What follows belongs to an exercise in optimizing a design on an open flow for small area; a production flow would make more cautious choices. In this exercise RTL edits were held to simulation tests only and were not proved equivalent to the original. Power figures rest on the tool's default switching activity, not on a simulated workload.

==> inputs of run a <==
==> flow/design.v <==
package register_file_pkg;
  localparam int REG_COUNT = 32;
  localparam int ADDR_W = 5;
  typedef enum logic {S_IDLE, S_CLEARING} clr_state_t;
endpackage
module decoder_5_to_32
(
  input  logic [register_file_pkg::ADDR_W-1:0]    addr,
  input  logic                 en,
  output logic [register_file_pkg::REG_COUNT-1:0] sel
);
  always_comb sel = en ? register_file_pkg::REG_COUNT'(1) << addr : '0;
endmodule
module rf_rd_dec
(
  input  logic [register_file_pkg::ADDR_W-1:0]    addr,
  output logic [register_file_pkg::REG_COUNT-1:1] sel
);
  always_comb
    for (int i = 1; i < register_file_pkg::REG_COUNT; i++)
      sel[i] = addr == register_file_pkg::ADDR_W'(i);
endmodule
module rf_row_drv
(
  input  logic sel,
  input  logic rst,
  output logic wr,
  output logic keep
);
  assign wr = sel | rst;
  assign keep = ~(sel | rst);
endmodule
module rf_col_drv
(
  input  logic data,
  input  logic d1,
  input  logic d0,
  output logic d
);
  assign d = data ? d1 : d0;
endmodule
module rf_aoi222
(
  input  logic [2:0] sel,
  input  logic [2:0] d,
  output logic       y_n
);
  assign y_n = ~|(sel & d);
endmodule
module rf_cell_next
(
  input  logic q,
  input  logic wr,
  input  logic keep,
  input  logic d,
  output logic q_next
);
  assign q_next = ~((q | wr) & (keep | d));
endmodule
module register_file
#(
  parameter int N = 32
) (
  input  logic              clk,
  input  logic              rst,
  input  logic              wr_ena,
  input  logic [register_file_pkg::ADDR_W-1:0] wr_addr,
  input  logic [N-1:0]      wr_data,
  input  logic [register_file_pkg::ADDR_W-1:0] rd_addr0,
  output logic [N-1:0]      rd_data0,
  input  logic [register_file_pkg::ADDR_W-1:0] rd_addr1,
  output logic [N-1:0]      rd_data1,
  input  logic              clear,
  output logic              busy
);
  localparam int RC = register_file_pkg::REG_COUNT;
  logic [N-1:0] regs [1:RC-1];
  logic phase;
  logic [register_file_pkg::ADDR_W-1:0] clr_idx;
  logic [RC-1:0] row_sel;
  logic [RC-1:1] rd_sel0, rd_sel1;
  logic [register_file_pkg::ADDR_W-1:0] row_addr;
  logic [N-1:0] row_data;
  assign busy = |clr_idx;
  always_ff @(posedge clk)
    if (rst) clr_idx <= '0;
    else if (busy || clear) clr_idx <= clr_idx + 5'd1;
  always_ff @(posedge clk) phase <= ~phase && !rst;
  assign row_addr = busy ? clr_idx : wr_addr;
  decoder_5_to_32 u_dec (.addr(row_addr), .en(busy || wr_ena), .sel(row_sel));
  logic col_d1, col_d0;
  assign col_d0 = phase || rst;
  assign col_d1 = rst || (phase == busy);
  for (genvar b = 0; b < N; b++) begin : g_col
    rf_col_drv u_col (.data(wr_data[b]), .d1(col_d1), .d0(col_d0), .d(row_data[b]));
  end
  for (genvar i = 1; i < RC; i++) begin : g_row
    logic wr, keep;
    rf_row_drv u_drv (.sel(row_sel[i]), .rst(rst), .wr(wr), .keep(keep));
    for (genvar b = 0; b < N; b++) begin : g_bit
      logic q_next;
      rf_cell_next u_next (.q(regs[i][b]), .wr(wr), .keep(keep), .d(row_data[b]), .q_next(q_next));
      always_ff @(posedge clk) regs[i][b] <= q_next;
    end
  end
  rf_rd_dec u_rd0 (.addr(rd_addr0), .sel(rd_sel0));
  rf_rd_dec u_rd1 (.addr(rd_addr1), .sel(rd_sel1));
  logic ph0, ph1;
  assign ph0 = phase && rd_addr0 != '0;
  assign ph1 = phase && rd_addr1 != '0;
  for (genvar b = 0; b < N; b++) begin : g_bit
    logic [10:0] l0_n, l1_n;
    for (genvar g = 0; g < 10; g++) begin : g_leaf
      rf_aoi222 u_l0 (.sel(rd_sel0[3*g+3:3*g+1]),
                      .d({regs[3*g+3][b], regs[3*g+2][b], regs[3*g+1][b]}), .y_n(l0_n[g]));
      rf_aoi222 u_l1 (.sel(rd_sel1[3*g+3:3*g+1]),
                      .d({regs[3*g+3][b], regs[3*g+2][b], regs[3*g+1][b]}), .y_n(l1_n[g]));
    end
    assign l0_n[10] = ~(rd_sel0[31] & regs[31][b]);
    assign l1_n[10] = ~(rd_sel1[31] & regs[31][b]);
    assign rd_data0[b] = ~&l0_n ^ ph0;
    assign rd_data1[b] = ~&l1_n ^ ph1;
  end
endmodule
==> flow/flow/run.sh <==
#!/bin/bash
# Standard layout, with the port buffers made as the smallest buffer cell and
# a clock tree of small buffers in small clusters, without dummy loads.
set -euo pipefail
bash standard.sh \
  "BUFFER_PORTS_ARGS=-buffer_cell sky130_fd_sc_hd__buf_1" \
  "CTS_ARGS=-sink_clustering_enable -repair_clock_nets -sink_clustering_size 10 -sink_clustering_max_diameter 45 -buf_list sky130_fd_sc_hd__clkbuf_4 -dont_use_dummy_load" \
  finish > standard.log 2>&1
==> flow/standard.sh <==
#!/bin/bash
# synth_recipe.tcl (not shown) runs the flow's synth.tcl, then flattens the netlist and writes it again
# the make line also repeats each setting of config.mk as NAME=value (left out here)
make -C /OpenROAD-flow-scripts/flow DESIGN_CONFIG=/design/flow/config.mk WORK_HOME=/design/flow/orfs CLKGATE_MAP_FILE= SYNTH_SCRIPT=/design/flow/synth_recipe.tcl "${@:-finish}"
==> flow/config.mk <==
export PLATFORM = sky130hd
export DESIGN_NAME = register_file
export DESIGN_NICKNAME = register_file
export VERILOG_FILES = /design/flow/design.v
export SDC_FILE = /design/flow/constraint.sdc
export NUM_CORES = 8
export LEC_CHECK = 0
export CAP_MARGIN = 20
export CORE_MARGIN = 2
export CORE_UTILIZATION = 40
export PLACE_DENSITY = 0.7
export SLEW_MARGIN = 20
export SYNTH_HIERARCHICAL = 1
export SYNTH_MINIMUM_KEEP_SIZE = 0
==> flow/constraint.sdc <==
create_clock -name core_clock -period 8.0 [get_ports {clk}]
set_input_delay 1.6000 -clock core_clock [delete_from_list [all_inputs] [get_ports {clk}]]
set_output_delay 1.6000 -clock core_clock [all_outputs]
set_load 0.01 [all_outputs]
==> inputs of run b, as changes to run a <==
--- a/flow/design.v
+++ b/flow/design.v
@@ -82,16 +82,17 @@
   logic [register_file_pkg::ADDR_W-1:0] row_addr;
   logic [N-1:0] row_data;
+  logic zero;
   assign busy = |clr_idx;
   always_ff @(posedge clk)
     if (rst) clr_idx <= '0;
     else if (busy || clear) clr_idx <= clr_idx + 5'd1;
-  always_ff @(posedge clk) phase <= ~phase && !rst;
+  always_ff @(posedge clk) phase <= ~phase;
   assign row_addr = busy ? clr_idx : wr_addr;
+  assign zero = rst || busy;
   decoder_5_to_32 u_dec (.addr(row_addr), .en(busy || wr_ena), .sel(row_sel));
-  logic col_d1, col_d0;
-  assign col_d0 = phase || rst;
-  assign col_d1 = rst || (phase == busy);
+  logic col_d1;
+  assign col_d1 = ~(phase ^ zero);
   for (genvar b = 0; b < N; b++) begin : g_col
-    rf_col_drv u_col (.data(wr_data[b]), .d1(col_d1), .d0(col_d0), .d(row_data[b]));
+    rf_col_drv u_col (.data(wr_data[b]), .d1(col_d1), .d0(phase), .d(row_data[b]));
   end
   for (genvar i = 1; i < RC; i++) begin : g_row
==> flow/flow/run.sh (replaced) <==
#!/bin/bash
# Standard layout, with the port buffers made as the smallest buffer cell.
set -euo pipefail
bash standard.sh "BUFFER_PORTS_ARGS=-buffer_cell sky130_fd_sc_hd__buf_1" finish > standard.log 2>&1
- CAP_MARGIN: 20 -> 10
- CTS_BUF_LIST: not set -> sky130_fd_sc_hd__clkbuf_16
- CTS_CLUSTER_DIAMETER: not set -> 120
- CTS_CLUSTER_SIZE: not set -> 25
- PLACE_DENSITY: 0.7 -> 0.75
- SLEW_MARGIN: 20 -> 10
==> inputs of run c, as changes to run a <==
==> flow/design.v (replaced) <==
package register_file_pkg;
  localparam int REG_COUNT = 32;
  localparam int ADDR_W = 5;
  typedef enum logic {S_IDLE, S_CLEARING} clr_state_t;
endpackage
module decoder_5_to_32
(
  input  logic [register_file_pkg::ADDR_W-1:0]    addr,
  input  logic                 en,
  output logic [register_file_pkg::REG_COUNT-1:0] sel
);
  always_comb sel = en ? register_file_pkg::REG_COUNT'(1) << addr : '0;
endmodule
module register_file
#(
  parameter int N = 32
) (
  input  logic              clk,
  input  logic              rst,
  input  logic              wr_ena,
  input  logic [register_file_pkg::ADDR_W-1:0] wr_addr,
  input  logic [N-1:0]      wr_data,
  input  logic [register_file_pkg::ADDR_W-1:0] rd_addr0,
  output logic [N-1:0]      rd_data0,
  input  logic [register_file_pkg::ADDR_W-1:0] rd_addr1,
  output logic [N-1:0]      rd_data1,
  input  logic              clear,
  output logic              busy
);
  logic [N-1:0] regs [1:register_file_pkg::REG_COUNT-1];
  register_file_pkg::clr_state_t state;
  logic [register_file_pkg::ADDR_W-1:0] clr_idx;
  logic [register_file_pkg::REG_COUNT-1:0] wr_sel;
  logic unused_sel0;
  decoder_5_to_32 u_dec (
    .addr(wr_addr),
    .en  (wr_ena && state == register_file_pkg::S_IDLE),
    .sel (wr_sel)
  );
  assign unused_sel0 = wr_sel[0];
  assign busy = state == register_file_pkg::S_CLEARING;
  always_ff @(posedge clk)
    if (rst) begin
      state <= register_file_pkg::S_IDLE;
      clr_idx <= '0;
    end else if (state == register_file_pkg::S_CLEARING) begin
      clr_idx <= clr_idx + 5'd1;
      if (clr_idx == register_file_pkg::ADDR_W'(register_file_pkg::REG_COUNT - 1)) state <= register_file_pkg::S_IDLE;
    end else if (clear) begin
      state <= register_file_pkg::S_CLEARING;
      clr_idx <= 5'd1;
    end
  always_ff @(posedge clk)
    for (int i = 1; i < register_file_pkg::REG_COUNT; i++)
      if (rst || (busy && clr_idx == register_file_pkg::ADDR_W'(i))) regs[i] <= '0;
      else if (wr_sel[i]) regs[i] <= wr_data;
  always_comb begin
    rd_data0 = rd_addr0 == '0 ? '0 : regs[rd_addr0];
    rd_data1 = rd_addr1 == '0 ? '0 : regs[rd_addr1];
  end
endmodule
==> flow/run.sh (new file) <==
#!/bin/bash
# synth_recipe.tcl (not shown) runs the flow's synth.tcl, then flattens the netlist and writes it again
# the make line also repeats each setting of config.mk as NAME=value (left out here)
make -C /OpenROAD-flow-scripts/flow DESIGN_CONFIG=/design/flow/config.mk WORK_HOME=/design/flow/orfs CLKGATE_MAP_FILE= SYNTH_SCRIPT=/design/flow/synth_recipe.tcl finish
- PLACE_DENSITY: 0.7 -> not set
- SYNTH_HIERARCHICAL: 1 -> not set
- SYNTH_MINIMUM_KEEP_SIZE: 0 -> not set
removed: flow/flow/run.sh
removed: flow/standard.sh
==> notes <==
In run c the sequential power is smaller than in run b, by about 23%. Against run b, the clock skew of run a is higher by 120 ps. Sequential cell count is the same in run a and run b. Run a finished with timing, DRC and antenna clean. Run b completed and failed the layout checks on capacitance limit, slew limit. Run c finished clean. Sequential share of layout area, lowest first: run c, run b, run a. Via count: run c > run b > run a.
==> figures <==
quantity	run c	run a	run b
Status	no timing/DRC/antenna violations	no timing/DRC/antenna violations	finished with violations
Reasons for failing layout checks	-	-	capacitance limit, slew limit
Total wirelength of the detailed-routed design	353000 microns	173000 microns	166000 microns
Row count	125	110	110
Detail Placement HPWL	199000 microns	102000 microns	95500 microns
Max Clock Skew	42.8 ps	140 ps	24.5 ps
Static power due to leakage	17.6 nW	13.9 nW	13.8 nW
Top cell class by occupied area	multi-input gates	flip-flops and latches	flip-flops and latches
Average cell area after synthesis	7.29 sq um	11.3 sq um	11.3 sq um
Sink of the worst hold path	regs[27][20]$_SDFFE_PP0P_	regs[2][17]$_DFF_P_	regs[31][26]$_DFF_P_
Pre-CTS setup slack	602 ps	1430 ps	1050 ps
Total power per unit cell area	210 nW/um^2	285 nW/um^2	277 nW/um^2

==> re-timing with driven ports <==
In the flow no input, the clock included, has a driving cell. The finished layouts below were timed again as built, in two steps. Step 1 assumes that a clkbuf_16 drives the clock port and a buf_2 every other input. Step 2 moves the port delays by t, midway between the first and last clock arrival at a register: inputs arrive t later, outputs are due t later. That takes back most of the time a late clock gives input paths. a / b / c = ideal ports / drivers / drivers and shift; a / b = the first two.
| run | shift t [ns] | setup slack, ns | clock arrival spread, ns | cell pins on the clock port's net |
|---|---|---|---|---|
| run a | 1.059 | 1.144 / 1.059 / 1.059 | 0.159 / 0.159 | 1 |
| run b | 0.705 | 0.487 / 0.466 / 0.466 | 0.027 / 0.028 | 1 |
| run c | 0.868 | 0.144 / 0.121 / 0.121 | 0.049 / 0.050 | 1 |
The setup slack of run a, which loses most, moves by -0.085 ns with the drivers and by -0.085 ns with both steps.
